Background: an optimization exercise with open tools, aiming at small area, a short achievable clock period and few clock cycles. Do not read the settings as production practice. Function was not checked in any run shown here: the RTL went through the layout flow alone. Power and IR drop assume default switching activity.

## design/flow/config.mk

```make
export PLATFORM = sky130hd
export DESIGN_NAME = vnlp_engine
export DESIGN_NICKNAME = vnlp_engine
export VERILOG_FILES = /design/flow/design.v
export SDC_FILE = /design/flow/constraint.sdc
export NUM_CORES = 4
export LEC_CHECK = 0
export CAP_MARGIN = 20
export CORE_MARGIN = 2
export CORE_UTILIZATION = 40
export SLEW_MARGIN = 20
export SYNTH_HIERARCHICAL = 1
```

## design/flow/constraint.sdc

```tcl
create_clock -name core_clock -period 10.0 [get_ports {clk}]
set_input_delay 2.0000 -clock core_clock [delete_from_list [all_inputs] [get_ports {clk}]]
set_output_delay 2.0000 -clock core_clock [all_outputs]
set_load 0.01 [all_outputs]
```

## design/flow/design.v

```verilog
package vnlp_pkg;
   localparam logic MODE_L2SQ = 1'b0;
   localparam logic MODE_L1   = 1'b1;
endpackage
module vnlp_fa (
   input  logic a,
   input  logic b,
   input  logic c,
   output logic s,
   output logic co
);
   assign s  = a ^ b ^ c;
   assign co = (a & b) | (a & c) | (b & c);
endmodule
module vnlp_ha (
   input  logic a,
   input  logic b,
   output logic s,
   output logic co
);
   assign s  = a ^ b;
   assign co = a & b;
endmodule
module vnlp_mac (
   input  logic [23:0] u_i,
   input  logic        m2_i,
   input  logic        ml_i,
   input  logic [46:0] acc_i,
   input  logic [4:0]  cy_i,
   output logic [46:0] sum_o,
   output logic [4:0]  cy_o,
   output logic        ovf_o
);
   logic [23:0] u2;
   logic [46:0] ra, rb;
   logic t0;
   logic t1;
   logic t2;
   logic t3;
   logic t4;
   logic t5;
   logic t6;
   logic t7;
   logic t8;
   logic t9;
   logic t10;
   logic t11;
   logic t12;
   logic t13;
   logic t14;
   logic t15;
   logic t16;
   logic t17;
   logic t18;
   logic t19;
   logic t20;
   logic t21;
   logic t22;
   logic t23;
   logic t24;
   logic t25;
   logic t26;
   logic t27;
   logic t28;
   logic t29;
   logic t30;
   logic t31;
   logic t32;
   logic t33;
   logic t34;
   logic t35;
   logic t36;
   logic t37;
   logic t38;
   logic t39;
   logic t40;
   logic t41;
   logic t42;
   logic t43;
   logic t44;
   logic t45;
   logic t46;
   logic t47;
   logic t48;
   logic t49;
   logic t50;
   logic t51;
   logic t52;
   logic t53;
   logic t54;
   logic t55;
   logic t56;
   logic t57;
   logic t58;
   logic t59;
   logic t60;
   logic t61;
   logic t62;
   logic t63;
   logic t64;
   logic t65;
   logic t66;
   logic t67;
   logic t68;
   logic t69;
   logic t70;
   logic t71;
   logic t72;
   logic t73;
   logic t74;
   logic t75;
   logic t76;
   logic t77;
   logic t78;
   logic t79;
   logic t80;
   logic t81;
   logic t82;
   logic t83;
   logic t84;
   logic t85;
   logic t86;
   logic t87;
   logic t88;
   logic t89;
   logic t90;
   logic t91;
   logic t92;
   logic t93;
   logic t94;
   logic t95;
   logic t96;
   logic t97;
   logic t98;
   logic t99;
   logic t100;
   logic t101;
   logic t102;
   logic t103;
   logic t104;
   logic t105;
   logic t106;
   logic t107;
   logic t108;
   logic t109;
   logic t110;
   logic t111;
   logic t112;
   logic t113;
   logic t114;
   logic t115;
   logic t116;
   logic t117;
   logic t118;
   logic t119;
   logic t120;
   logic t121;
   logic t122;
   logic t123;
   logic t124;
   logic t125;
   logic t126;
   logic t127;
   logic t128;
   logic t129;
   logic t130;
   logic t131;
   logic t132;
   logic t133;
   logic t134;
   logic t135;
   logic t136;
   logic t137;
   logic t138;
   logic t139;
   logic t140;
   logic t141;
   logic t142;
   logic t143;
   logic t144;
   logic t145;
   logic t146;
   logic t147;
   logic t148;
   logic t149;
   logic t150;
   logic t151;
   logic t152;
   logic t153;
   logic t154;
   logic t155;
   logic t156;
   logic t157;
   logic t158;
   logic t159;
   logic t160;
   logic t161;
   logic t162;
   logic t163;
   logic t164;
   logic t165;
   logic t166;
   logic t167;
   logic t168;
   logic t169;
   logic t170;
   logic t171;
   logic t172;
   logic t173;
   logic t174;
   logic t175;
   logic t176;
   logic t177;
   logic t178;
   logic t179;
   logic t180;
   logic t181;
   logic t182;
   logic t183;
   logic t184;
   logic t185;
   logic t186;
   logic t187;
   logic t188;
   logic t189;
   logic t190;
   logic t191;
   logic t192;
   logic t193;
   logic t194;
   logic t195;
   logic t196;
   logic t197;
   logic t198;
   logic t199;
   logic t200;
   logic t201;
   logic t202;
   logic t203;
   logic t204;
   logic t205;
   logic t206;
   logic t207;
   logic t208;
   logic t209;
   logic t210;
   logic t211;
   logic t212;
   logic t213;
   logic t214;
   logic t215;
   logic t216;
   logic t217;
   logic t218;
   logic t219;
   logic t220;
   logic t221;
   logic t222;
   logic t223;
   logic t224;
   logic t225;
   logic t226;
   logic t227;
   logic t228;
   logic t229;
   logic t230;
   logic t231;
   logic t232;
   logic t233;
   logic t234;
   logic t235;
   logic t236;
   logic t237;
   logic t238;
   logic t239;
   logic t240;
   logic t241;
   logic t242;
   logic t243;
   logic t244;
   logic t245;
   logic t246;
   logic t247;
   logic t248;
   logic t249;
   logic t250;
   logic t251;
   logic t252;
   logic t253;
   logic t254;
   logic t255;
   logic t256;
   logic t257;
   logic t258;
   logic t259;
   logic t260;
   logic t261;
   logic t262;
   logic t263;
   logic t264;
   logic t265;
   logic t266;
   logic t267;
   logic t268;
   logic t269;
   logic t270;
   logic t271;
   logic t272;
   logic t273;
   logic t274;
   logic t275;
   logic t276;
   logic t277;
   logic t278;
   logic t279;
   logic t280;
   logic t281;
   logic t282;
   logic t283;
   logic t284;
   logic t285;
   logic t286;
   logic t287;
   logic t288;
   logic t289;
   logic t290;
   logic t291;
   logic t292;
   logic t293;
   logic t294;
   logic t295;
   logic t296;
   logic t297;
   logic t298;
   logic t299;
   logic t300;
   logic t301;
   logic t302;
   logic t303;
   logic t304;
   logic t305;
   logic t306;
   logic t307;
   logic t308;
   logic t309;
   logic t310;
   logic t311;
   logic t312;
   logic t313;
   logic t314;
   logic t315;
   logic t316;
   logic t317;
   logic t318;
   logic t319;
   logic t320;
   logic t321;
   logic t322;
   logic t323;
   logic t324;
   logic t325;
   logic t326;
   logic t327;
   logic t328;
   logic t329;
   logic t330;
   logic t331;
   logic t332;
   logic t333;
   logic t334;
   logic t335;
   logic t336;
   logic t337;
   logic t338;
   logic t339;
   logic t340;
   logic t341;
   logic t342;
   logic t343;
   logic t344;
   logic t345;
   logic t346;
   logic t347;
   logic t348;
   logic t349;
   logic t350;
   logic t351;
   logic t352;
   logic t353;
   logic t354;
   logic t355;
   logic t356;
   logic t357;
   logic t358;
   logic t359;
   logic t360;
   logic t361;
   logic t362;
   logic t363;
   logic t364;
   logic t365;
   logic t366;
   logic t367;
   logic t368;
   logic t369;
   logic t370;
   logic t371;
   logic t372;
   logic t373;
   logic t374;
   logic t375;
   logic t376;
   logic t377;
   logic t378;
   logic t379;
   logic t380;
   logic t381;
   logic t382;
   logic t383;
   logic t384;
   logic t385;
   logic t386;
   logic t387;
   logic t388;
   logic t389;
   logic t390;
   logic t391;
   logic t392;
   logic t393;
   logic t394;
   logic t395;
   logic t396;
   logic t397;
   logic t398;
   logic t399;
   logic t400;
   logic t401;
   logic t402;
   logic t403;
   logic t404;
   logic t405;
   logic t406;
   logic t407;
   logic t408;
   logic t409;
   logic t410;
   logic t411;
   logic t412;
   logic t413;
   logic t414;
   logic t415;
   logic t416;
   logic t417;
   logic t418;
   logic t419;
   logic t420;
   logic t421;
   logic t422;
   logic t423;
   logic t424;
   logic t425;
   logic t426;
   logic t427;
   logic t428;
   logic t429;
   logic t430;
   logic t431;
   logic t432;
   logic t433;
   logic t434;
   logic t435;
   logic t436;
   logic t437;
   logic t438;
   logic t439;
   logic t440;
   logic t441;
   logic t442;
   logic t443;
   logic t444;
   logic t445;
   logic t446;
   logic t447;
   logic t448;
   logic t449;
   logic t450;
   logic t451;
   logic t452;
   logic t453;
   logic t454;
   logic t455;
   logic t456;
   logic t457;
   logic t458;
   logic t459;
   logic t460;
   logic t461;
   logic t462;
   logic t463;
   logic t464;
   logic t465;
   logic t466;
   logic t467;
   logic t468;
   logic t469;
   logic t470;
   logic t471;
   logic t472;
   logic t473;
   logic t474;
   logic t475;
   logic t476;
   logic t477;
   logic t478;
   logic t479;
   logic t480;
   logic t481;
   logic t482;
   logic t483;
   logic t484;
   logic t485;
   logic t486;
   logic t487;
   logic t488;
   logic t489;
   logic t490;
   logic t491;
   logic t492;
   logic t493;
   logic t494;
   logic t495;
   logic t496;
   logic t497;
   logic t498;
   logic t499;
   logic t500;
   logic t501;
   logic t502;
   logic t503;
   logic t504;
   logic t505;
   logic t506;
   logic t507;
   logic t508;
   logic t509;
   logic t510;
   logic t511;
   logic t512;
   logic t513;
   logic t514;
   logic t515;
   logic t516;
   logic t517;
   logic t518;
   logic t519;
   logic t520;
   logic t521;
   logic t522;
   logic t523;
   logic t524;
   logic t525;
   logic t526;
   logic t527;
   logic t528;
   logic t529;
   logic t530;
   logic t531;
   logic t532;
   logic t533;
   logic t534;
   logic t535;
   logic t536;
   logic t537;
   logic t538;
   logic t539;
   logic t540;
   logic t541;
   assign u2 = u_i & {24{m2_i}};
   vnlp_ha u_ha0 (.a(acc_i[16]), .b((u2[1] & u2[14])), .s(t0), .co(t1));
   vnlp_ha u_ha1 (.a(acc_i[17]), .b((u2[1] & u2[15])), .s(t2), .co(t3));
   vnlp_fa u_fa0 (.a(acc_i[18]), .b(cy_i[1]), .c((u2[1] & u2[16])), .s(t4), .co(t5));
   vnlp_fa u_fa1 (.a((u2[2] & u2[15])), .b((u2[3] & u2[14])), .c((u2[4] & u2[13])), .s(t6), .co(t7));
   vnlp_fa u_fa2 (.a(acc_i[19]), .b((u2[1] & u2[17])), .c((u2[2] & u2[16])), .s(t8), .co(t9));
   vnlp_ha u_ha2 (.a((u2[3] & u2[15])), .b((u2[4] & u2[14])), .s(t10), .co(t11));
   vnlp_fa u_fa3 (.a(acc_i[20]), .b((u2[1] & u2[18])), .c((u2[2] & u2[17])), .s(t12), .co(t13));
   vnlp_fa u_fa4 (.a((u2[3] & u2[16])), .b((u2[4] & u2[15])), .c((u2[5] & u2[14])), .s(t14), .co(t15));
   vnlp_ha u_ha3 (.a((u2[6] & u2[13])), .b((u2[7] & u2[12])), .s(t16), .co(t17));
   vnlp_fa u_fa5 (.a(acc_i[21]), .b((u2[1] & u2[19])), .c((u2[2] & u2[18])), .s(t18), .co(t19));
   vnlp_fa u_fa6 (.a((u2[3] & u2[17])), .b((u2[4] & u2[16])), .c((u2[5] & u2[15])), .s(t20), .co(t21));
   vnlp_ha u_ha4 (.a((u2[6] & u2[14])), .b((u2[7] & u2[13])), .s(t22), .co(t23));
   vnlp_fa u_fa7 (.a(acc_i[22]), .b((u2[10] & u2[11])), .c((u2[1] & u2[20])), .s(t24), .co(t25));
   vnlp_fa u_fa8 (.a((u2[2] & u2[19])), .b((u2[3] & u2[18])), .c((u2[4] & u2[17])), .s(t26), .co(t27));
   vnlp_fa u_fa9 (.a((u2[5] & u2[16])), .b((u2[6] & u2[15])), .c((u2[7] & u2[14])), .s(t28), .co(t29));
   vnlp_ha u_ha5 (.a((u2[8] & u2[13])), .b((u2[9] & u2[12])), .s(t30), .co(t31));
   vnlp_fa u_fa10 (.a(acc_i[23]), .b(cy_i[2]), .c((u2[10] & u2[12])), .s(t32), .co(t33));
   vnlp_fa u_fa11 (.a((u2[1] & u2[21])), .b((u2[2] & u2[20])), .c((u2[3] & u2[19])), .s(t34), .co(t35));
   vnlp_fa u_fa12 (.a((u2[4] & u2[18])), .b((u2[5] & u2[17])), .c((u2[6] & u2[16])), .s(t36), .co(t37));
   vnlp_fa u_fa13 (.a((u2[7] & u2[15])), .b((u2[8] & u2[14])), .c((u2[9] & u2[13])), .s(t38), .co(t39));
   vnlp_fa u_fa14 (.a(acc_i[24]), .b((u2[10] & u2[13])), .c((u2[11] & u2[12])), .s(t40), .co(t41));
   vnlp_fa u_fa15 (.a((u2[1] & u2[22])), .b((u2[2] & u2[21])), .c((u2[3] & u2[20])), .s(t42), .co(t43));
   vnlp_fa u_fa16 (.a((u2[4] & u2[19])), .b((u2[5] & u2[18])), .c((u2[6] & u2[17])), .s(t44), .co(t45));
   vnlp_fa u_fa17 (.a((u2[7] & u2[16])), .b((u2[8] & u2[15])), .c((u2[9] & u2[14])), .s(t46), .co(t47));
   vnlp_fa u_fa18 (.a(acc_i[25]), .b((u2[10] & u2[14])), .c((u2[11] & u2[13])), .s(t48), .co(t49));
   vnlp_fa u_fa19 (.a((u2[2] & u2[22])), .b((u2[3] & u2[21])), .c((u2[4] & u2[20])), .s(t50), .co(t51));
   vnlp_fa u_fa20 (.a((u2[5] & u2[19])), .b((u2[6] & u2[18])), .c((u2[7] & u2[17])), .s(t52), .co(t53));
   vnlp_fa u_fa21 (.a(acc_i[26]), .b((u2[10] & u2[15])), .c((u2[11] & u2[14])), .s(t54), .co(t55));
   vnlp_fa u_fa22 (.a((u2[12] & u2[13])), .b((u2[3] & u2[22])), .c((u2[4] & u2[21])), .s(t56), .co(t57));
   vnlp_fa u_fa23 (.a((u2[5] & u2[20])), .b((u2[6] & u2[19])), .c((u2[7] & u2[18])), .s(t58), .co(t59));
   vnlp_fa u_fa24 (.a(acc_i[27]), .b((u2[10] & u2[16])), .c((u2[11] & u2[15])), .s(t60), .co(t61));
   vnlp_fa u_fa25 (.a((u2[12] & u2[14])), .b((u2[4] & u2[22])), .c((u2[5] & u2[21])), .s(t62), .co(t63));
   vnlp_fa u_fa26 (.a(acc_i[28]), .b((u2[10] & u2[17])), .c((u2[11] & u2[16])), .s(t64), .co(t65));
   vnlp_fa u_fa27 (.a((u2[12] & u2[15])), .b((u2[13] & u2[14])), .c((u2[5] & u2[22])), .s(t66), .co(t67));
   vnlp_fa u_fa28 (.a(acc_i[29]), .b(cy_i[3]), .c((u2[10] & u2[18])), .s(t68), .co(t69));
   vnlp_ha u_ha6 (.a((u2[11] & u2[17])), .b((u2[12] & u2[16])), .s(t70), .co(t71));
   vnlp_fa u_fa29 (.a(acc_i[30]), .b((u2[10] & u2[19])), .c((u2[11] & u2[18])), .s(t72), .co(t73));
   vnlp_ha u_ha7 (.a((u2[12] & u2[17])), .b((u2[13] & u2[16])), .s(t74), .co(t75));
   vnlp_ha u_ha8 (.a(acc_i[31]), .b((u2[10] & u2[20])), .s(t76), .co(t77));
   vnlp_ha u_ha9 (.a(acc_i[32]), .b((u2[10] & u2[21])), .s(t78), .co(t79));
   vnlp_ha u_ha10 (.a(acc_i[10]), .b((u2[1] & u2[8])), .s(t80), .co(t81));
   vnlp_ha u_ha11 (.a(acc_i[11]), .b((u2[1] & u2[9])), .s(t82), .co(t83));
   vnlp_fa u_fa30 (.a(acc_i[12]), .b(cy_i[0]), .c((u2[1] & u2[10])), .s(t84), .co(t85));
   vnlp_fa u_fa31 (.a((u2[2] & u2[9])), .b((u2[3] & u2[8])), .c((u2[4] & u2[7])), .s(t86), .co(t87));
   vnlp_fa u_fa32 (.a(acc_i[13]), .b((u2[1] & u2[11])), .c((u2[2] & u2[10])), .s(t88), .co(t89));
   vnlp_ha u_ha12 (.a((u2[3] & u2[9])), .b((u2[4] & u2[8])), .s(t90), .co(t91));
   vnlp_fa u_fa33 (.a(acc_i[14]), .b((u2[1] & u2[12])), .c((u2[2] & u2[11])), .s(t92), .co(t93));
   vnlp_fa u_fa34 (.a((u2[3] & u2[10])), .b((u2[4] & u2[9])), .c((u2[5] & u2[8])), .s(t94), .co(t95));
   vnlp_ha u_ha13 (.a((u2[6] & u2[7])), .b(u2[7]), .s(t96), .co(t97));
   vnlp_fa u_fa35 (.a(acc_i[15]), .b((u2[1] & u2[13])), .c((u2[2] & u2[12])), .s(t98), .co(t99));
   vnlp_fa u_fa36 (.a((u2[3] & u2[11])), .b((u2[4] & u2[10])), .c((u2[5] & u2[9])), .s(t100), .co(t101));
   vnlp_ha u_ha14 (.a((u2[6] & u2[8])), .b(((u2[0] & u2[14]) | (u_i[15] & ml_i))), .s(t102), .co(t103));
   vnlp_fa u_fa37 (.a((u2[2] & u2[13])), .b((u2[3] & u2[12])), .c((u2[4] & u2[11])), .s(t104), .co(t105));
   vnlp_fa u_fa38 (.a((u2[5] & u2[10])), .b((u2[6] & u2[9])), .c((u2[7] & u2[8])), .s(t106), .co(t107));
   vnlp_fa u_fa39 (.a(u2[8]), .b(((u2[0] & u2[15]) | (u_i[16] & ml_i))), .c(t0), .s(t108), .co(t109));
   vnlp_fa u_fa40 (.a((u2[2] & u2[14])), .b((u2[3] & u2[13])), .c((u2[4] & u2[12])), .s(t110), .co(t111));
   vnlp_fa u_fa41 (.a((u2[5] & u2[11])), .b((u2[6] & u2[10])), .c((u2[7] & u2[9])), .s(t112), .co(t113));
   vnlp_fa u_fa42 (.a(((u2[0] & u2[16]) | (u_i[17] & ml_i))), .b(t1), .c(t2), .s(t114), .co(t115));
   vnlp_fa u_fa43 (.a((u2[5] & u2[12])), .b((u2[6] & u2[11])), .c((u2[7] & u2[10])), .s(t116), .co(t117));
   vnlp_fa u_fa44 (.a((u2[8] & u2[9])), .b(u2[9]), .c(((u2[0] & u2[17]) | (u_i[18] & ml_i))), .s(t118), .co(t119));
   vnlp_fa u_fa45 (.a(t3), .b(t4), .c(t6), .s(t120), .co(t121));
   vnlp_fa u_fa46 (.a((u2[5] & u2[13])), .b((u2[6] & u2[12])), .c((u2[7] & u2[11])), .s(t122), .co(t123));
   vnlp_fa u_fa47 (.a((u2[8] & u2[10])), .b(((u2[0] & u2[18]) | (u_i[19] & ml_i))), .c(t10), .s(t124), .co(t125));
   vnlp_fa u_fa48 (.a(t5), .b(t7), .c(t8), .s(t126), .co(t127));
   vnlp_fa u_fa49 (.a((u2[8] & u2[11])), .b((u2[9] & u2[10])), .c(u2[10]), .s(t128), .co(t129));
   vnlp_fa u_fa50 (.a(((u2[0] & u2[19]) | (u_i[20] & ml_i))), .b(t11), .c(t16), .s(t130), .co(t131));
   vnlp_fa u_fa51 (.a(t9), .b(t12), .c(t14), .s(t132), .co(t133));
   vnlp_fa u_fa52 (.a((u2[8] & u2[12])), .b((u2[9] & u2[11])), .c(((u2[0] & u2[20]) | (u_i[21] & ml_i))), .s(t134), .co(t135));
   vnlp_fa u_fa53 (.a(t17), .b(t22), .c(t13), .s(t136), .co(t137));
   vnlp_fa u_fa54 (.a(t15), .b(t18), .c(t20), .s(t138), .co(t139));
   vnlp_fa u_fa55 (.a(u2[11]), .b(((u2[0] & u2[21]) | (u_i[22] & ml_i))), .c(t23), .s(t140), .co(t141));
   vnlp_fa u_fa56 (.a(t30), .b(t19), .c(t21), .s(t142), .co(t143));
   vnlp_fa u_fa57 (.a(t24), .b(t26), .c(t28), .s(t144), .co(t145));
   vnlp_fa u_fa58 (.a(((u2[0] & u2[22]) | (u_i[23] & ml_i))), .b(t31), .c(t25), .s(t146), .co(t147));
   vnlp_fa u_fa59 (.a(t27), .b(t29), .c(t32), .s(t148), .co(t149));
   vnlp_fa u_fa60 (.a(t34), .b(t36), .c(t38), .s(t150), .co(t151));
   vnlp_fa u_fa61 (.a(u2[12]), .b(t33), .c(t35), .s(t152), .co(t153));
   vnlp_fa u_fa62 (.a(t37), .b(t39), .c(t40), .s(t154), .co(t155));
   vnlp_fa u_fa63 (.a(t42), .b(t44), .c(t46), .s(t156), .co(t157));
   vnlp_fa u_fa64 (.a((u2[8] & u2[16])), .b((u2[9] & u2[15])), .c(t41), .s(t158), .co(t159));
   vnlp_fa u_fa65 (.a(t43), .b(t45), .c(t47), .s(t160), .co(t161));
   vnlp_fa u_fa66 (.a(t48), .b(t50), .c(t52), .s(t162), .co(t163));
   vnlp_fa u_fa67 (.a((u2[8] & u2[17])), .b((u2[9] & u2[16])), .c(u2[13]), .s(t164), .co(t165));
   vnlp_fa u_fa68 (.a(t49), .b(t51), .c(t53), .s(t166), .co(t167));
   vnlp_fa u_fa69 (.a(t54), .b(t56), .c(t58), .s(t168), .co(t169));
   vnlp_fa u_fa70 (.a((u2[6] & u2[20])), .b((u2[7] & u2[19])), .c((u2[8] & u2[18])), .s(t170), .co(t171));
   vnlp_fa u_fa71 (.a((u2[9] & u2[17])), .b(t55), .c(t57), .s(t172), .co(t173));
   vnlp_fa u_fa72 (.a(t59), .b(t60), .c(t62), .s(t174), .co(t175));
   vnlp_fa u_fa73 (.a((u2[6] & u2[21])), .b((u2[7] & u2[20])), .c((u2[8] & u2[19])), .s(t176), .co(t177));
   vnlp_fa u_fa74 (.a((u2[9] & u2[18])), .b(u2[14]), .c(t61), .s(t178), .co(t179));
   vnlp_fa u_fa75 (.a(t63), .b(t64), .c(t66), .s(t180), .co(t181));
   vnlp_fa u_fa76 (.a((u2[13] & u2[15])), .b((u2[6] & u2[22])), .c((u2[7] & u2[21])), .s(t182), .co(t183));
   vnlp_fa u_fa77 (.a((u2[8] & u2[20])), .b((u2[9] & u2[19])), .c(t70), .s(t184), .co(t185));
   vnlp_fa u_fa78 (.a(t65), .b(t67), .c(t68), .s(t186), .co(t187));
   vnlp_fa u_fa79 (.a((u2[14] & u2[15])), .b((u2[7] & u2[22])), .c((u2[8] & u2[21])), .s(t188), .co(t189));
   vnlp_fa u_fa80 (.a((u2[9] & u2[20])), .b(u2[15]), .c(t71), .s(t190), .co(t191));
   vnlp_fa u_fa81 (.a(t74), .b(t69), .c(t72), .s(t192), .co(t193));
   vnlp_fa u_fa82 (.a((u2[11] & u2[19])), .b((u2[12] & u2[18])), .c((u2[13] & u2[17])), .s(t194), .co(t195));
   vnlp_fa u_fa83 (.a((u2[14] & u2[16])), .b((u2[8] & u2[22])), .c((u2[9] & u2[21])), .s(t196), .co(t197));
   vnlp_fa u_fa84 (.a(t75), .b(t76), .c(t73), .s(t198), .co(t199));
   vnlp_fa u_fa85 (.a((u2[11] & u2[20])), .b((u2[12] & u2[19])), .c((u2[13] & u2[18])), .s(t200), .co(t201));
   vnlp_fa u_fa86 (.a((u2[14] & u2[17])), .b((u2[15] & u2[16])), .c((u2[9] & u2[22])), .s(t202), .co(t203));
   vnlp_fa u_fa87 (.a(u2[16]), .b(t77), .c(t78), .s(t204), .co(t205));
   vnlp_fa u_fa88 (.a(acc_i[33]), .b((u2[10] & u2[22])), .c((u2[11] & u2[21])), .s(t206), .co(t207));
   vnlp_fa u_fa89 (.a((u2[12] & u2[20])), .b((u2[13] & u2[19])), .c((u2[14] & u2[18])), .s(t208), .co(t209));
   vnlp_ha u_ha15 (.a((u2[15] & u2[17])), .b(t79), .s(t210), .co(t211));
   vnlp_fa u_fa90 (.a(acc_i[34]), .b((u2[11] & u2[22])), .c((u2[12] & u2[21])), .s(t212), .co(t213));
   vnlp_fa u_fa91 (.a((u2[13] & u2[20])), .b((u2[14] & u2[19])), .c((u2[15] & u2[18])), .s(t214), .co(t215));
   vnlp_ha u_ha16 (.a((u2[16] & u2[17])), .b(u2[17]), .s(t216), .co(t217));
   vnlp_fa u_fa92 (.a(acc_i[35]), .b(cy_i[4]), .c((u2[12] & u2[22])), .s(t218), .co(t219));
   vnlp_fa u_fa93 (.a((u2[13] & u2[21])), .b((u2[14] & u2[20])), .c((u2[15] & u2[19])), .s(t220), .co(t221));
   vnlp_fa u_fa94 (.a(acc_i[36]), .b((u2[13] & u2[22])), .c((u2[14] & u2[21])), .s(t222), .co(t223));
   vnlp_ha u_ha17 (.a((u2[15] & u2[20])), .b((u2[16] & u2[19])), .s(t224), .co(t225));
   vnlp_ha u_ha18 (.a(acc_i[37]), .b((u2[14] & u2[22])), .s(t226), .co(t227));
   vnlp_ha u_ha19 (.a(acc_i[38]), .b((u2[15] & u2[22])), .s(t228), .co(t229));
   vnlp_ha u_ha20 (.a(acc_i[6]), .b((u2[1] & u2[4])), .s(t230), .co(t231));
   vnlp_ha u_ha21 (.a(acc_i[7]), .b((u2[1] & u2[5])), .s(t232), .co(t233));
   vnlp_fa u_fa95 (.a(acc_i[8]), .b((u2[1] & u2[6])), .c((u2[2] & u2[5])), .s(t234), .co(t235));
   vnlp_ha u_ha22 (.a((u2[3] & u2[4])), .b(u2[4]), .s(t236), .co(t237));
   vnlp_fa u_fa96 (.a(acc_i[9]), .b((u2[1] & u2[7])), .c((u2[2] & u2[6])), .s(t238), .co(t239));
   vnlp_ha u_ha23 (.a((u2[3] & u2[5])), .b(((u2[0] & u2[8]) | (u_i[9] & ml_i))), .s(t240), .co(t241));
   vnlp_fa u_fa97 (.a((u2[2] & u2[7])), .b((u2[3] & u2[6])), .c((u2[4] & u2[5])), .s(t242), .co(t243));
   vnlp_fa u_fa98 (.a(u2[5]), .b(((u2[0] & u2[9]) | (u_i[10] & ml_i))), .c(t80), .s(t244), .co(t245));
   vnlp_fa u_fa99 (.a((u2[2] & u2[8])), .b((u2[3] & u2[7])), .c((u2[4] & u2[6])), .s(t246), .co(t247));
   vnlp_fa u_fa100 (.a(((u2[0] & u2[10]) | (u_i[11] & ml_i))), .b(t81), .c(t82), .s(t248), .co(t249));
   vnlp_fa u_fa101 (.a((u2[5] & u2[6])), .b(u2[6]), .c(((u2[0] & u2[11]) | (u_i[12] & ml_i))), .s(t250), .co(t251));
   vnlp_fa u_fa102 (.a(t83), .b(t84), .c(t86), .s(t252), .co(t253));
   vnlp_fa u_fa103 (.a((u2[5] & u2[7])), .b(((u2[0] & u2[12]) | (u_i[13] & ml_i))), .c(t90), .s(t254), .co(t255));
   vnlp_fa u_fa104 (.a(t85), .b(t87), .c(t88), .s(t256), .co(t257));
   vnlp_fa u_fa105 (.a(((u2[0] & u2[13]) | (u_i[14] & ml_i))), .b(t91), .c(t96), .s(t258), .co(t259));
   vnlp_fa u_fa106 (.a(t89), .b(t92), .c(t94), .s(t260), .co(t261));
   vnlp_fa u_fa107 (.a(t97), .b(t93), .c(t95), .s(t262), .co(t263));
   vnlp_fa u_fa108 (.a(t102), .b(t100), .c(t98), .s(t264), .co(t265));
   vnlp_fa u_fa109 (.a(t101), .b(t103), .c(t99), .s(t266), .co(t267));
   vnlp_fa u_fa110 (.a(t104), .b(t106), .c(t108), .s(t268), .co(t269));
   vnlp_fa u_fa111 (.a(t105), .b(t107), .c(t110), .s(t270), .co(t271));
   vnlp_fa u_fa112 (.a(t112), .b(t109), .c(t114), .s(t272), .co(t273));
   vnlp_fa u_fa113 (.a(t111), .b(t113), .c(t116), .s(t274), .co(t275));
   vnlp_fa u_fa114 (.a(t118), .b(t115), .c(t120), .s(t276), .co(t277));
   vnlp_fa u_fa115 (.a(t117), .b(t119), .c(t122), .s(t278), .co(t279));
   vnlp_fa u_fa116 (.a(t124), .b(t121), .c(t126), .s(t280), .co(t281));
   vnlp_fa u_fa117 (.a(t123), .b(t128), .c(t125), .s(t282), .co(t283));
   vnlp_fa u_fa118 (.a(t130), .b(t127), .c(t132), .s(t284), .co(t285));
   vnlp_fa u_fa119 (.a(t129), .b(t134), .c(t131), .s(t286), .co(t287));
   vnlp_fa u_fa120 (.a(t136), .b(t133), .c(t138), .s(t288), .co(t289));
   vnlp_fa u_fa121 (.a(t135), .b(t137), .c(t140), .s(t290), .co(t291));
   vnlp_fa u_fa122 (.a(t142), .b(t139), .c(t144), .s(t292), .co(t293));
   vnlp_fa u_fa123 (.a(t141), .b(t143), .c(t146), .s(t294), .co(t295));
   vnlp_fa u_fa124 (.a(t145), .b(t148), .c(t150), .s(t296), .co(t297));
   vnlp_fa u_fa125 (.a(t147), .b(t152), .c(t149), .s(t298), .co(t299));
   vnlp_fa u_fa126 (.a(t151), .b(t154), .c(t156), .s(t300), .co(t301));
   vnlp_fa u_fa127 (.a(t153), .b(t158), .c(t160), .s(t302), .co(t303));
   vnlp_fa u_fa128 (.a(t155), .b(t157), .c(t162), .s(t304), .co(t305));
   vnlp_fa u_fa129 (.a(t164), .b(t159), .c(t161), .s(t306), .co(t307));
   vnlp_fa u_fa130 (.a(t166), .b(t163), .c(t168), .s(t308), .co(t309));
   vnlp_fa u_fa131 (.a(t165), .b(t170), .c(t167), .s(t310), .co(t311));
   vnlp_fa u_fa132 (.a(t172), .b(t169), .c(t174), .s(t312), .co(t313));
   vnlp_fa u_fa133 (.a(t171), .b(t176), .c(t173), .s(t314), .co(t315));
   vnlp_fa u_fa134 (.a(t178), .b(t175), .c(t180), .s(t316), .co(t317));
   vnlp_fa u_fa135 (.a(t177), .b(t182), .c(t179), .s(t318), .co(t319));
   vnlp_fa u_fa136 (.a(t184), .b(t181), .c(t186), .s(t320), .co(t321));
   vnlp_fa u_fa137 (.a(t183), .b(t188), .c(t185), .s(t322), .co(t323));
   vnlp_fa u_fa138 (.a(t190), .b(t187), .c(t192), .s(t324), .co(t325));
   vnlp_fa u_fa139 (.a(t189), .b(t194), .c(t196), .s(t326), .co(t327));
   vnlp_fa u_fa140 (.a(t191), .b(t198), .c(t193), .s(t328), .co(t329));
   vnlp_fa u_fa141 (.a(t195), .b(t197), .c(t200), .s(t330), .co(t331));
   vnlp_fa u_fa142 (.a(t202), .b(t199), .c(t204), .s(t332), .co(t333));
   vnlp_fa u_fa143 (.a(t201), .b(t203), .c(t206), .s(t334), .co(t335));
   vnlp_fa u_fa144 (.a(t208), .b(t210), .c(t205), .s(t336), .co(t337));
   vnlp_fa u_fa145 (.a(t216), .b(t207), .c(t209), .s(t338), .co(t339));
   vnlp_fa u_fa146 (.a(t212), .b(t214), .c(t211), .s(t340), .co(t341));
   vnlp_fa u_fa147 (.a((u2[16] & u2[18])), .b(t217), .c(t213), .s(t342), .co(t343));
   vnlp_fa u_fa148 (.a(t215), .b(t218), .c(t220), .s(t344), .co(t345));
   vnlp_fa u_fa149 (.a((u2[17] & u2[18])), .b(u2[18]), .c(t224), .s(t346), .co(t347));
   vnlp_fa u_fa150 (.a(t219), .b(t221), .c(t222), .s(t348), .co(t349));
   vnlp_fa u_fa151 (.a((u2[15] & u2[21])), .b((u2[16] & u2[20])), .c((u2[17] & u2[19])), .s(t350), .co(t351));
   vnlp_fa u_fa152 (.a(t225), .b(t226), .c(t223), .s(t352), .co(t353));
   vnlp_fa u_fa153 (.a((u2[16] & u2[21])), .b((u2[17] & u2[20])), .c((u2[18] & u2[19])), .s(t354), .co(t355));
   vnlp_fa u_fa154 (.a(u2[19]), .b(t227), .c(t228), .s(t356), .co(t357));
   vnlp_fa u_fa155 (.a(acc_i[39]), .b((u2[16] & u2[22])), .c((u2[17] & u2[21])), .s(t358), .co(t359));
   vnlp_ha u_ha24 (.a((u2[18] & u2[20])), .b(t229), .s(t360), .co(t361));
   vnlp_fa u_fa156 (.a(acc_i[40]), .b((u2[17] & u2[22])), .c((u2[18] & u2[21])), .s(t362), .co(t363));
   vnlp_ha u_ha25 (.a((u2[19] & u2[20])), .b(u2[20]), .s(t364), .co(t365));
   vnlp_ha u_ha26 (.a(acc_i[41]), .b((u2[18] & u2[22])), .s(t366), .co(t367));
   vnlp_ha u_ha27 (.a(acc_i[42]), .b((u2[19] & u2[22])), .s(t368), .co(t369));
   vnlp_ha u_ha28 (.a(acc_i[4]), .b((u2[1] & u2[2])), .s(t370), .co(t371));
   vnlp_ha u_ha29 (.a(acc_i[5]), .b((u2[1] & u2[3])), .s(t372), .co(t373));
   vnlp_fa u_fa157 (.a((u2[2] & u2[3])), .b(u2[3]), .c(((u2[0] & u2[5]) | (u_i[6] & ml_i))), .s(t374), .co(t375));
   vnlp_fa u_fa158 (.a((u2[2] & u2[4])), .b(((u2[0] & u2[6]) | (u_i[7] & ml_i))), .c(t231), .s(t376), .co(t377));
   vnlp_fa u_fa159 (.a(((u2[0] & u2[7]) | (u_i[8] & ml_i))), .b(t233), .c(t236), .s(t378), .co(t379));
   vnlp_fa u_fa160 (.a(t237), .b(t235), .c(t240), .s(t380), .co(t381));
   vnlp_fa u_fa161 (.a(t239), .b(t241), .c(t242), .s(t382), .co(t383));
   vnlp_fa u_fa162 (.a(t243), .b(t246), .c(t245), .s(t384), .co(t385));
   vnlp_fa u_fa163 (.a(t247), .b(t250), .c(t249), .s(t386), .co(t387));
   vnlp_fa u_fa164 (.a(t251), .b(t254), .c(t253), .s(t388), .co(t389));
   vnlp_fa u_fa165 (.a(t255), .b(t258), .c(t257), .s(t390), .co(t391));
   vnlp_fa u_fa166 (.a(t259), .b(t262), .c(t261), .s(t392), .co(t393));
   vnlp_fa u_fa167 (.a(t263), .b(t266), .c(t265), .s(t394), .co(t395));
   vnlp_fa u_fa168 (.a(t267), .b(t270), .c(t269), .s(t396), .co(t397));
   vnlp_fa u_fa169 (.a(t271), .b(t274), .c(t273), .s(t398), .co(t399));
   vnlp_fa u_fa170 (.a(t275), .b(t278), .c(t277), .s(t400), .co(t401));
   vnlp_fa u_fa171 (.a(t279), .b(t282), .c(t281), .s(t402), .co(t403));
   vnlp_fa u_fa172 (.a(t283), .b(t286), .c(t285), .s(t404), .co(t405));
   vnlp_fa u_fa173 (.a(t287), .b(t290), .c(t289), .s(t406), .co(t407));
   vnlp_fa u_fa174 (.a(t291), .b(t293), .c(t294), .s(t408), .co(t409));
   vnlp_fa u_fa175 (.a(t295), .b(t297), .c(t298), .s(t410), .co(t411));
   vnlp_fa u_fa176 (.a(t299), .b(t301), .c(t302), .s(t412), .co(t413));
   vnlp_fa u_fa177 (.a(t303), .b(t306), .c(t305), .s(t414), .co(t415));
   vnlp_fa u_fa178 (.a(t307), .b(t310), .c(t309), .s(t416), .co(t417));
   vnlp_fa u_fa179 (.a(t311), .b(t314), .c(t313), .s(t418), .co(t419));
   vnlp_fa u_fa180 (.a(t315), .b(t318), .c(t317), .s(t420), .co(t421));
   vnlp_fa u_fa181 (.a(t319), .b(t322), .c(t321), .s(t422), .co(t423));
   vnlp_fa u_fa182 (.a(t326), .b(t323), .c(t325), .s(t424), .co(t425));
   vnlp_fa u_fa183 (.a(t327), .b(t330), .c(t329), .s(t426), .co(t427));
   vnlp_fa u_fa184 (.a(t331), .b(t334), .c(t336), .s(t428), .co(t429));
   vnlp_fa u_fa185 (.a(t338), .b(t335), .c(t340), .s(t430), .co(t431));
   vnlp_fa u_fa186 (.a(t339), .b(t342), .c(t341), .s(t432), .co(t433));
   vnlp_fa u_fa187 (.a(t343), .b(t346), .c(t345), .s(t434), .co(t435));
   vnlp_fa u_fa188 (.a(t350), .b(t347), .c(t352), .s(t436), .co(t437));
   vnlp_fa u_fa189 (.a(t351), .b(t354), .c(t353), .s(t438), .co(t439));
   vnlp_fa u_fa190 (.a(t355), .b(t358), .c(t360), .s(t440), .co(t441));
   vnlp_fa u_fa191 (.a(t364), .b(t359), .c(t362), .s(t442), .co(t443));
   vnlp_fa u_fa192 (.a((u2[19] & u2[21])), .b(t365), .c(t366), .s(t444), .co(t445));
   vnlp_fa u_fa193 (.a((u2[20] & u2[21])), .b(u2[21]), .c(t367), .s(t446), .co(t447));
   vnlp_ha u_ha30 (.a(acc_i[43]), .b((u2[20] & u2[22])), .s(t448), .co(t449));
   vnlp_ha u_ha31 (.a(acc_i[44]), .b((u2[21] & u2[22])), .s(t450), .co(t451));
   vnlp_ha u_ha32 (.a(acc_i[2]), .b(u2[1]), .s(t452), .co(t453));
   vnlp_ha u_ha33 (.a(acc_i[3]), .b(((u2[0] & u2[2]) | (u_i[3] & ml_i))), .s(t454), .co(t455));
   vnlp_fa u_fa194 (.a(u2[2]), .b(((u2[0] & u2[3]) | (u_i[4] & ml_i))), .c(t370), .s(t456), .co(t457));
   vnlp_fa u_fa195 (.a(((u2[0] & u2[4]) | (u_i[5] & ml_i))), .b(t371), .c(t372), .s(t458), .co(t459));
   vnlp_fa u_fa196 (.a(t373), .b(t230), .c(t374), .s(t460), .co(t461));
   vnlp_fa u_fa197 (.a(t232), .b(t375), .c(t376), .s(t462), .co(t463));
   vnlp_fa u_fa198 (.a(t234), .b(t377), .c(t378), .s(t464), .co(t465));
   vnlp_fa u_fa199 (.a(t238), .b(t379), .c(t380), .s(t466), .co(t467));
   vnlp_fa u_fa200 (.a(t244), .b(t381), .c(t382), .s(t468), .co(t469));
   vnlp_fa u_fa201 (.a(t248), .b(t383), .c(t384), .s(t470), .co(t471));
   vnlp_fa u_fa202 (.a(t252), .b(t385), .c(t386), .s(t472), .co(t473));
   vnlp_fa u_fa203 (.a(t256), .b(t387), .c(t388), .s(t474), .co(t475));
   vnlp_fa u_fa204 (.a(t260), .b(t389), .c(t390), .s(t476), .co(t477));
   vnlp_fa u_fa205 (.a(t264), .b(t391), .c(t392), .s(t478), .co(t479));
   vnlp_fa u_fa206 (.a(t393), .b(t268), .c(t394), .s(t480), .co(t481));
   vnlp_fa u_fa207 (.a(t395), .b(t272), .c(t396), .s(t482), .co(t483));
   vnlp_fa u_fa208 (.a(t276), .b(t397), .c(t398), .s(t484), .co(t485));
   vnlp_fa u_fa209 (.a(t280), .b(t399), .c(t400), .s(t486), .co(t487));
   vnlp_fa u_fa210 (.a(t284), .b(t401), .c(t402), .s(t488), .co(t489));
   vnlp_fa u_fa211 (.a(t288), .b(t403), .c(t404), .s(t490), .co(t491));
   vnlp_fa u_fa212 (.a(t292), .b(t405), .c(t406), .s(t492), .co(t493));
   vnlp_fa u_fa213 (.a(t296), .b(t407), .c(t408), .s(t494), .co(t495));
   vnlp_fa u_fa214 (.a(t300), .b(t409), .c(t410), .s(t496), .co(t497));
   vnlp_fa u_fa215 (.a(t304), .b(t411), .c(t412), .s(t498), .co(t499));
   vnlp_fa u_fa216 (.a(t308), .b(t413), .c(t414), .s(t500), .co(t501));
   vnlp_fa u_fa217 (.a(t312), .b(t415), .c(t416), .s(t502), .co(t503));
   vnlp_fa u_fa218 (.a(t316), .b(t417), .c(t418), .s(t504), .co(t505));
   vnlp_fa u_fa219 (.a(t320), .b(t419), .c(t420), .s(t506), .co(t507));
   vnlp_fa u_fa220 (.a(t324), .b(t421), .c(t422), .s(t508), .co(t509));
   vnlp_fa u_fa221 (.a(t328), .b(t423), .c(t424), .s(t510), .co(t511));
   vnlp_fa u_fa222 (.a(t332), .b(t425), .c(t426), .s(t512), .co(t513));
   vnlp_fa u_fa223 (.a(t333), .b(t427), .c(t428), .s(t514), .co(t515));
   vnlp_fa u_fa224 (.a(t337), .b(t430), .c(t429), .s(t516), .co(t517));
   vnlp_fa u_fa225 (.a(t344), .b(t432), .c(t431), .s(t518), .co(t519));
   vnlp_fa u_fa226 (.a(t348), .b(t433), .c(t434), .s(t520), .co(t521));
   vnlp_fa u_fa227 (.a(t349), .b(t435), .c(t436), .s(t522), .co(t523));
   vnlp_fa u_fa228 (.a(t356), .b(t437), .c(t438), .s(t524), .co(t525));
   vnlp_fa u_fa229 (.a(t357), .b(t440), .c(t439), .s(t526), .co(t527));
   vnlp_fa u_fa230 (.a(t361), .b(t441), .c(t442), .s(t528), .co(t529));
   vnlp_fa u_fa231 (.a(t363), .b(t444), .c(t443), .s(t530), .co(t531));
   vnlp_fa u_fa232 (.a(t368), .b(t445), .c(t446), .s(t532), .co(t533));
   vnlp_fa u_fa233 (.a(t369), .b(t448), .c(t447), .s(t534), .co(t535));
   vnlp_fa u_fa234 (.a(u2[22]), .b(t449), .c(t450), .s(t536), .co(t537));
   vnlp_ha u_ha34 (.a(acc_i[45]), .b(t451), .s(t538), .co(t539));
   vnlp_ha u_ha35 (.a(acc_i[46]), .b(u2[23]), .s(t540), .co(t541));
   assign ra = {t540, t538, t536, t534, t532, t529, t528, t525, t523, t521, t519, t518, t515, t513, t511, t509, t507, t505, t503, t501, t499, t497, t495, t493, t491, t489, t487, t485, t483, t481, t479, t477, t475, t473, t471, t469, t467, t465, t463, t461, t459, t457, t455, t453, ((u2[0] & u2[1]) | (u_i[2] & ml_i)), acc_i[1], acc_i[0]};
   assign rb = {t539, t537, t535, t533, t531, t530, t527, t526, t524, t522, t520, t517, t516, t514, t512, t510, t508, t506, t504, t502, t500, t498, t496, t494, t492, t490, t488, t486, t484, t482, t480, t478, t476, t474, t472, t470, t468, t466, t464, t462, t460, t458, t456, t454, t452, (u_i[1] & ml_i), (u2[0] | (u_i[0] & ml_i))};
   logic [12:0] blk0;
   assign blk0 = {1'b0, ra[11:0]} + {1'b0, rb[11:0]};
   assign sum_o[11:0] = blk0[11:0];
   logic [6:0] blk1;
   assign blk1 = {1'b0, ra[17:12]} + {1'b0, rb[17:12]};
   assign sum_o[17:12] = blk1[5:0];
   logic [5:0] blk2;
   assign blk2 = {1'b0, ra[22:18]} + {1'b0, rb[22:18]};
   assign sum_o[22:18] = blk2[4:0];
   logic [6:0] blk3;
   assign blk3 = {1'b0, ra[28:23]} + {1'b0, rb[28:23]};
   assign sum_o[28:23] = blk3[5:0];
   logic [6:0] blk4;
   assign blk4 = {1'b0, ra[34:29]} + {1'b0, rb[34:29]};
   assign sum_o[34:29] = blk4[5:0];
   logic [12:0] blk5;
   assign blk5 = {1'b0, ra[46:35]} + {1'b0, rb[46:35]};
   assign sum_o[46:35] = blk5[11:0];
   assign cy_o = {blk4[6], blk3[6], blk2[5], blk1[6], blk0[12]};
   assign ovf_o = blk5[12] | t541;
endmodule
module vnlp_nand2 #(
   parameter int W = 9
) (
   input  logic [W-1:0] a_i,
   input  logic [W-1:0] b_i,
   output logic [W-1:0] y_o
);
   assign y_o = ~(a_i & b_i);
endmodule
module vnlp_amux #(
   parameter int W = 9
) (
   input  logic         sel_i,
   input  logic [W-1:0] a_i,
   input  logic [W-1:0] b_i,
   output logic [W-1:0] y_o
);
   logic [W-1:0] na, nb;
   vnlp_nand2 #(.W(W)) u_na (.a_i(a_i), .b_i({W{sel_i}}),  .y_o(na));
   vnlp_nand2 #(.W(W)) u_nb (.a_i(b_i), .b_i({W{~sel_i}}), .y_o(nb));
   vnlp_nand2 #(.W(W)) u_ny (.a_i(na),  .b_i(nb),          .y_o(y_o));
endmodule
module vnlp_engine #(
   parameter int DW      = 24,
   parameter int AW      = 9,
   parameter int LW      = 7,
   parameter int ACCW    = 2*DW-1,
   parameter int LEN_MAX = 2**LW-1,
   parameter int NCY     = 5
) (
   input  logic                 clk,
   input  logic                 rst_n,
   input  logic                 START,
   input  logic [AW-1:0]        HEAD,
   input  logic                 NORM_MODE,
   output logic                 DONE,
   output logic [ACCW-1:0]      NORM2,
   output logic [LW-1:0]        LEN,
   output logic                 ERR,
   output logic                 SAT,
   output logic [AW-1:0]        rd_addr1,
   output logic [AW-1:0]        rd_addr2,
   input  logic [DW-1:0]        rd_data1,
   input  logic [DW-1:0]        rd_data2
);
   logic            busy_q;      
   logic            v1_q;        
   logic            v2_q;        
   logic            fin_q;       
   logic [AW-1:0]   head_q;
   logic            mode_q;
   logic [LW-1:0]   len_q;
   logic            err_q;
   logic [AW-1:0]   p_q;         
   logic [DW-1:0]   u_q;         
   logic            m2_q, ml_q;
   logic [ACCW-1:0] acc_q;
   logic [NCY-1:0]  cy_q;        
   logic            sat_q;
   logic            fresh_q;     
   logic            start_ok, hit, last;
   logic [AW-1:0]   link;
   logic [DW-1:0]   mag;
   logic [ACCW-1:0] sum;
   logic [NCY-1:0]  cy;
   logic            ovf;
   assign link     = rd_data1[AW-1:0];
   assign start_ok = START & ~busy_q & ~v1_q & ~v2_q;
   assign hit      = (link == head_q);
   assign last     = hit | (len_q == LW'(LEN_MAX-1));
   assign mag      = rd_data2[DW-1] ? -rd_data2 : rd_data2;
   vnlp_amux #(.W(AW)) u_amux (.sel_i(busy_q), .a_i(link), .b_i(HEAD), .y_o(rd_addr1));
   assign rd_addr2 = p_q;
   always_ff @(posedge clk or negedge rst_n) begin
      if (!rst_n) begin
         busy_q <= 1'b0;
         v1_q   <= 1'b0;
         v2_q   <= 1'b0;
         fin_q  <= 1'b0;
      end else begin
         if (start_ok)    busy_q <= 1'b1;
         else if (last)   busy_q <= 1'b0;
         v1_q <= busy_q;
         v2_q <= v1_q;
         if (start_ok)              fin_q <= 1'b0;
         else if (v2_q && !v1_q)    fin_q <= 1'b1;
      end
   end
   always_ff @(posedge clk) begin
      p_q <= rd_addr1 + 1'b1;
      if (start_ok) begin
         head_q <= HEAD;
         mode_q <= NORM_MODE;
         len_q  <= '0;
      end else if (busy_q) begin
         len_q  <= len_q + 1'b1;
         err_q  <= ~hit;
      end
      u_q  <= mag;
      m2_q <= v1_q & (mode_q == vnlp_pkg::MODE_L2SQ);
      ml_q <= v1_q & (mode_q == vnlp_pkg::MODE_L1);
      fresh_q <= start_ok;
      acc_q   <= sum;
      cy_q    <= cy;
      sat_q   <= (sat_q & ~fresh_q) | ovf;
   end
   vnlp_mac u_mac (
      .u_i   (u_q),
      .m2_i  (m2_q),
      .ml_i  (ml_q),
      .acc_i (acc_q & {ACCW{~fresh_q}}),
      .cy_i  (cy_q & {NCY{~fresh_q}}),
      .sum_o (sum),
      .cy_o  (cy),
      .ovf_o (ovf)
   );
   assign DONE  = fin_q & (sat_q | (cy_q == '0));
   assign NORM2 = acc_q | {ACCW{sat_q}};
   assign LEN   = len_q;
   assign ERR   = err_q;
   assign SAT   = sat_q;
endmodule
```

## design/flow/flow/run.sh

```bash
#!/bin/bash
set -euo pipefail
MARGIN=$(cat flow/margin.txt)
PORTBUF=$(cat flow/portbuf.txt)
bash standard.sh SETUP_SLACK_MARGIN=$MARGIN "BUFFER_PORTS_ARGS=-buffer_cell $PORTBUF" finish > standard_flow.log 2>&1
```

## design/flow/flow/margin.txt

```
5.4
```

## design/flow/flow/portbuf.txt

```
sky130_fd_sc_hd__buf_1
```

## design/flow/standard.sh

```bash
#!/bin/bash
# synth_recipe.tcl (not shown) runs the flow's synth.tcl, then flattens the netlist and writes it again
# the make line also repeats each setting of config.mk as NAME=value (left out here)
make -C /OpenROAD-flow-scripts/flow DESIGN_CONFIG=/design/flow/config.mk WORK_HOME=/design/flow/orfs CLKGATE_MAP_FILE= SYNTH_SCRIPT=/design/flow/synth_recipe.tcl "${@:-finish}"
```

==> results of run 1 <==
## synth_stat cells, types with 5 or more instances
cell type  count
o21ai_1        5
edfxtp_1      11
o31ai_1        7
o21a_1         7
nor2_1        26
a21o_1        18
o41ai_1        5
nor3_1         6
nand4_1        8
ha_1          87
nor2b_1       55
o21bai_1       6
fa_1         241
and2_1        26
o21ai_0       12
xnor2_1       62
inv_1         37
dfxtp_1       96
or2_2         47
a22o_1        22
or3_1          5
nand3_1        8
clkbuf_1      91
nand2_1       55
a21oi_1       27
xor2_1        11
and3_1       232
## sequential cells by signal, indices dropped and copies added (netlist names)
register / cells
p_q: 9
sat_q: 1
u_q: 24
busy_q: 1
fresh_q: 1
mode_q: 1
fin_q: 1
acc_q: 47
err_q: 1
cy_q: 5
len_q: 7
v1_q: 1
m2_q: 1
v2_q: 1
ml_q: 1
head_q: 9
## per-module statistics from Yosys, one instance, submodules excluded, excerpt
module | cell area [um2] | cells | flops+latches | times used
vnlp_engine | 4020 | 361 | 111 | 1
vnlp_mac | 3950 | 600 | 0 | 1
vnlp_ha | 12.5 | 1 | 0 | 36
vnlp_fa | 20.0 | 1 | 0 | 235
## routing by layer
layer / global-route usage, % / wire length (um) / vias up
met1: 28.7 / 15500 / 4930
met5: 0 / 0 / -
li1: - / - / 4398
met4: 5.48 / 563 / 0
met2: 35.0 / 16800 / 288
met3: 3.82 / 2250 / 34
## critical path, cell delays in order
cell and delay [ns]:
buf_1 0.13, nand2_1 0.07, nand2_1 0.20, buf_1 0.18
## metrics by stage
step	instance area, um2	util [%]	cells
2_1_floorplan	13200	-	1260
3_5_place_dp	14000	42.9	1742
6_report	14700	45.0	1771
4_1_cts	14400	44.3	1763
5_1_grt	14700	45.0	1771
3_3_place_gp	14000	42.9	1742
## worst paths after layout
kind                        startpoint           to  depth (start not counted)
setup / recovery           rd_data1[3]  rd_addr1[3]                          4
hold / removal                  mode_q         m2_q                          1
setup reg to reg                  m2_q    acc_q[45]                         14
hold reg to reg                 mode_q         m2_q                          1
max in group asynchronous        rst_n        fin_q                          1
min in group asynchronous        rst_n       busy_q                          1
## power by group through the flow
stage	Sequential, mW	Combinational (mW)	Clock [mW]
finish	0.876	4.49	0.390
global route	0.903	5.17	0.414
CTS	0.877	4.41	0.396
detailed placement	0.904	4.32	0
global placement	0.902	4.22	0
floorplan	0.793	3.48	0
## logic make-up after synthesis
kind of cell | Yosys count | share of synthesized area (%)
compound gates | 128 | 6.83
flops | 111 | 17.8
simple gates | 490 | 22.0
buf+inv | 129 | 3.74
mux | 1 | 0.0851
xor+xnor | 73 | 4.83
fa+ha+maj | 328 | 44.7
## area by class of cell
| class | instances | area share (%) |
|---|---|---|
| Clock buffer | 10 | 1.56 |
| Sequential cell | 111 | 16.5 |
| Tap cell | 442 | 3.77 |
| Timing Repair Buffer | 145 | 5.56 |
| Inverter | 37 | 0.948 |
| Clock inverter | 6 | 0.495 |
| Multi-Input combinational cell | 1020 | 71.2 |
## what timing repair did
item	CTS	global route
gates resized for setup	19	40
pin swaps	0	4
hold endpoints to repair	0	0
setup endpoints to repair	30	15
gates cloned	1	2
setup buffers	4	6
==> results_dict.tcl, run 1 <==
set metrics [dict create \
    synth_seq_cells 111 \
    synthArstFlopShare_pct 3.60 \
    hold_path.class "reg2reg" \
    synthTopCellsByArea "fa_1 36%, dfxtp_1 15%, and3_1 11%" \
    timing.final.crit_share_pct 45.8 \
    drc 0 \
    ys_types 53 \
    yosysSeqAreaShare_pct 17.8 \
    tightest_slew_ns 1.09 \
    die_x_um 186 \
    switching_share_pct 47.8 \
    layout_common_cells "234 x fa_1, 232 x and3_1, 120 x buf_1" \
    rsz0062_at_grt "true" \
    ctsHtreeMaxLevel 3 \
    vias 9650 \
    rows 66 \
    postLayoutSetupSlackWorst_ns 5.42 \
    start_kind "primary input" \
    cp.required_ns 8.00 \
    combPwrFrac_pct 78.0 \
    grt_pass1_wl_mm 56.1 \
    nets 1713 \
    die_area_um2 34500 \
    firstDrtPassIters 5 \
    viasPerCell 5.45 \
    power_leakage_nw 7.26 \
    final_common_cell "fa_1" \
    cp-end-kind "primary output" \
    regToRegSetupSlack_ns 5.53 \
    intPower_mw 3.01 \
    drt-wirelength-per-cell_um 19.8 \
    numCtsBuffers 9 \
    seq_power_share_pct 15.2 \
    gp_congestion 0.845 \
    slew_viol_final 0 \
    synth-edff-count 11 \
    critPathMaxFanout 4 \
    port_buffers 120 \
    path_class "in2out" \
    drtAntennaViolNets 0 \
    cts-root-buf "clkbuf_16" \
    dp_hpwl_mm 24.0 \
    fp.dieH_um 186 \
    cts.sinks 111 \
    synth-main-ff-cell "dfxtp_1" \
    fp.coreArea_um2 32500 \
    grt_pass1_vias 10200 \
    synth.avg_cell_area_um2 10.5 \
    grt_overflow_total 0 \
    clkPwrFrac_pct 6.8 \
    peakVddDrop_uv 210 \
    synth_top_cell_area_share_pct 36.5 \
    fillCellCount 3140 \
    arrival_ns 2.58 \
    antenna_found_initial 0 \
    yosysTopAreaCell "fa_1" \
    initial_utilization_pct 40.7 \
    io_pins 136 \
    synth_area_um2 13200 \
    setup-violations-final 0 \
    dp_slack_ns 4.26 \
    grt_max_degree 72 \
    holdBufCountCts 0 \
    slew_headroom_pct 27.0 \
    fin_setup_tns_ns 0 \
    finalWirelength_mm 35.1 \
    total_power_mw 5.76 \
    num_antenna_cells 0 \
    synthToLayoutAreaGrowth_pct 10.8 \
    finClkSkew_ns 0.0148 \
    final-seq-area_um2 2410 \
    first_iter_violations 592 \
    ys.warnings.count 7 \
    clk_pin_slew_ns 0.09 \
    fin_crit_ns 4.58 \
    multi_input_area_um2 10400 \
    maxCapViolCount 0 \
    clk_path_buf_depth 2 \
    syn-num-nets 1649 \
    hold-worst-slack_ns 0.437 \
    status "timing/DRC/antenna clean" \
    fmax_ghz 0.218 \
    hold_viol 0 \
    clock_latency_ns 0.38 \
    drive_gt1_share_pct 10.4 \
    synth_cells 1260 \
    cts_tree "yes" \
    power.density_nw_per_um2 393 \
    p_sw_mw 2.75 \
    grt_use_total_pct 21.2 \
]
==> run 2, diff against run 1 <==
==> design/flow/flow/margin.txt (replaced) <==
5.6
--- a/design/flow/config.mk
+++ b/design/flow/config.mk
@@ -7,6 +7,6 @@
 export LEC_CHECK = 0
 export CAP_MARGIN = 20
 export CORE_MARGIN = 2
-export CORE_UTILIZATION = 40
+export CORE_UTILIZATION = 55
 export SLEW_MARGIN = 20
 export SYNTH_HIERARCHICAL = 1
==> results_dict.tcl, run 2 <==
set metrics [dict create \
    syn-num-nets 1649 \
    regToRegSetupSlack_ns 5.61 \
    synth_top_cell_area_share_pct 36.5 \
    clk_pin_slew_ns 0.10 \
    maxCapViolCount 0 \
    io_pins 136 \
    synth.most_common_cell "fa_1" \
    power_leakage_nw 7.63 \
    synth_xor_area_share_pct 4.83 \
    grt_pass1_vias 10200 \
    peakVddDrop_uv 387 \
    synth_compound_area_share_pct 6.83 \
    cp.required_ns 8.00 \
    tightest_slew_ns 1.02 \
    slew_viol_final 0 \
    vias 9942 \
    synth.avg_cell_area_um2 10.5 \
    arrival_ns 2.40 \
    hold_viol 0 \
    finish.utilization_pct 65.2 \
    finClkSkew_ns 0.0104 \
    grt_max_degree 48 \
    rsz0062_at_grt "true" \
    largest_reg_flops 47 \
    start_kind "primary input" \
    yosys-top-cells-count "241 x fa_1, 232 x and3_1, 96 x dfxtp_1" \
    hold_depth 1 \
    drive_gt1_share_pct 19.5 \
    numCtsBuffers 9 \
    fp.dieH_um 159 \
    yosys.area_share.adder_pct 44.7 \
    critPathMaxFanout 2 \
    finalWirelength_mm 35.8 \
    fillCellCount 1934 \
    synth_top_family_by_area "adder cells" \
    cts_tree "yes" \
    cts.sinks 111 \
    drt-wirelength-per-cell_um 21.1 \
    yosysSeqAreaShare_pct 17.8 \
    synth_area_um2 13200 \
    path_class "in2out" \
    ys.warnings.count 7 \
    yosysTopAreaCell "fa_1" \
    clk_path_buf_depth 2 \
    grt_pass1_wl_mm 56.5 \
    ctsHtreeMaxLevel 3 \
    port_buffers 120 \
    synthTopCellsByArea "fa_1 36%, dfxtp_1 15%, and3_1 11%" \
    setup-violations-final 0 \
    layout_common_cells "226 x and3_1, 209 x fa_1, 95 x buf_1" \
    viasPerCell 5.87 \
    fin_crit_ns 4.40 \
    timing.final.crit_share_pct 44.0 \
    power.density_nw_per_um2 413 \
    status "timing/DRC/antenna clean" \
    gp_congestion 0.845 \
    drc 0 \
    synth_seq_cells 111 \
    rows 56 \
    holdBufCountCts 0 \
    grt_use_total_pct 28.4 \
    synthArstFlopShare_pct 3.60 \
    clock_latency_ns 0.38 \
    cts-root-buf "clkbuf_16" \
    fin_setup_tns_ns 0 \
    die_x_um 159 \
    synth_cells 1260 \
    nets 1759 \
    die_area_um2 25300 \
    synthToLayoutAreaGrowth_pct 16.1 \
    first_iter_violations 677 \
    final_common_cell "and3_1" \
    synth-main-ff-cell "dfxtp_1" \
    synth_mux_area_share_pct 0.0851 \
    max_flop_register "acc_q" \
    reg_top3 "acc_q x47, u_q x24" \
    cp-end-kind "primary output" \
    slew_headroom_pct 32.0 \
    hold_path.class "reg2reg" \
    initial_utilization_pct 56.2 \
    synth-edff-count 11 \
    r2r.worst_path.cells 16 \
    fp.coreArea_um2 23500 \
    fmax_ghz 0.227 \
    ys_types 53 \
    drtAntennaViolNets 0 \
    antenna_found_initial 2 \
    firstDrtPassIters 5 \
    dp_hpwl_mm 23.9 \
    grt_overflow_total 0 \
    yosys.area_share.simple_pct 22.0 \
]
run 2: cell types whose count changed in the layout (fill, tap and decap cells not counted), sizes merged:
cell | previous run | this run
buf | 142 | 177
bufbuf | 1 | 2
clkbuf | 12 | 21
clkinv | 4 | 2
diode | 0 | 1
inv | 39 | 42
run 2: layout make-up:
type / count / area, um2 / area share (%)
antenna: 1 / 2.50 / 0.0163
sequential: 111 / 2400 / 15.6
tap: 319 / 399 / 2.60
inverter: 37 / 139 / 0.905
multi-input combinational: 1020 / 10700 / 69.4
clock inverter: 7 / 108 / 0.701
timing repair buffer: 191 / 1420 / 9.26
clock buffer: 9 / 225 / 1.47
run 2: final timing paths:
check / startpoint / endpoint
worst max-delay path: HEAD[5] / rd_addr1[5]
worst min-delay path: mode_q / m2_q
worst max register to register: m2_q / cy_q[4]
worst min register to register: mode_q / m2_q
max in group asynchronous: rst_n / v2_q
min in group asynchronous: rst_n / busy_q
run 2: cells by family (layout without fill, tap and decap cells):
family          count (synthesis)  in the layout
buf+inv                       129            244
other cells                     0              1
fa+ha+maj                     328            328
simple gates                  490            490
xor+xnor                       73             73
flops                         111            111
compound gates                128            128
mux                             1              1
run 2: timing repair:
action | 4_1_cts | 5_1_grt
buffers inserted | 29 | 15
pin swaps | 15 | 45
hold endpoints to repair | 0 | 0
cloned | 3 | 5
resized for setup | 77 | 96
endpoints found under the setup margin | 40 | 24
run 2: power breakdown:
| group | switching, mW | internal [mW] |
|---|---|---|
| logic | 2.60 | 2.46 |
| registers | 0.143 | 0.706 |
| clock network | 0.228 | 0.190 |
run 2: metrics by stage:
stage               setup WS [ns]  instances  hold WS, ns  area [um2]  total power, mW
detailed placement           4.75       1626        0.404       13900             5.31
CTS                          5.54       1674        0.408       14800             5.93
floorplan                    5.58       1260        0.396       13200             4.27
finish                       5.60       1695        0.409       15300             6.33
global route                 5.49       1694        0.439       15300             7.05
global placement             4.84       1626        0.409       13900             5.21
run 2: metal layers:
metal	part of all wire, %	track usage (%)
met2	48	46.3
met5	0.020	0
met3	6.1	4.22
met1	44	40.0
met4	2.1	7.64
run 2: critical path, cell delays in order:
cell and delay [ns]:
clkbuf_2 0.10, nand2_1 0.10, nand2_2 0.08, buf_6 0.12
run 2: per-module statistics from Yosys, one instance, submodules excluded, excerpt:
module,times used,cells inside,cell area (um2),flip-flops and latches
vnlp_fa,235,1,20.0,0
vnlp_ha,36,1,12.5,0
vnlp_mac,1,600,3950,0
vnlp_engine,1,361,4020,111

afterwards: timing with drivers on the ports:
In the flow no input, the clock included, has a driving cell. The finished layouts below were timed again as built, in two steps. Step 1: set_driving_cell puts a clkbuf_16 on clk and a buf_2 on each other input, an assumption about the parent block. Step 2 adds t to the input delays and takes it off the output delays; t is the mean of the earliest and latest rising clock arrival at the registers after step 1. Input paths then give back, and output paths get back, about the clock's delay inside the block. Three values: ideal, step 1, step 2; two values: the first two.
| run | shift t [ns] | setup slack, ns | worst slew at a driven data input, ns | cell pins on the clock port's net |
|---|---|---|---|---|
| run 1 | 0.418 | 5.418 / 5.395 / 5.395 | 0.06 | 1 |
| run 2 | 0.424 | 5.601 / 5.571 / 5.571 | 0.07 | 1 |
After both steps setup and hold are still met in every run listed. The setup slack of run 2, which loses most, moves by -0.030 ns with the drivers and by -0.030 ns with both steps.
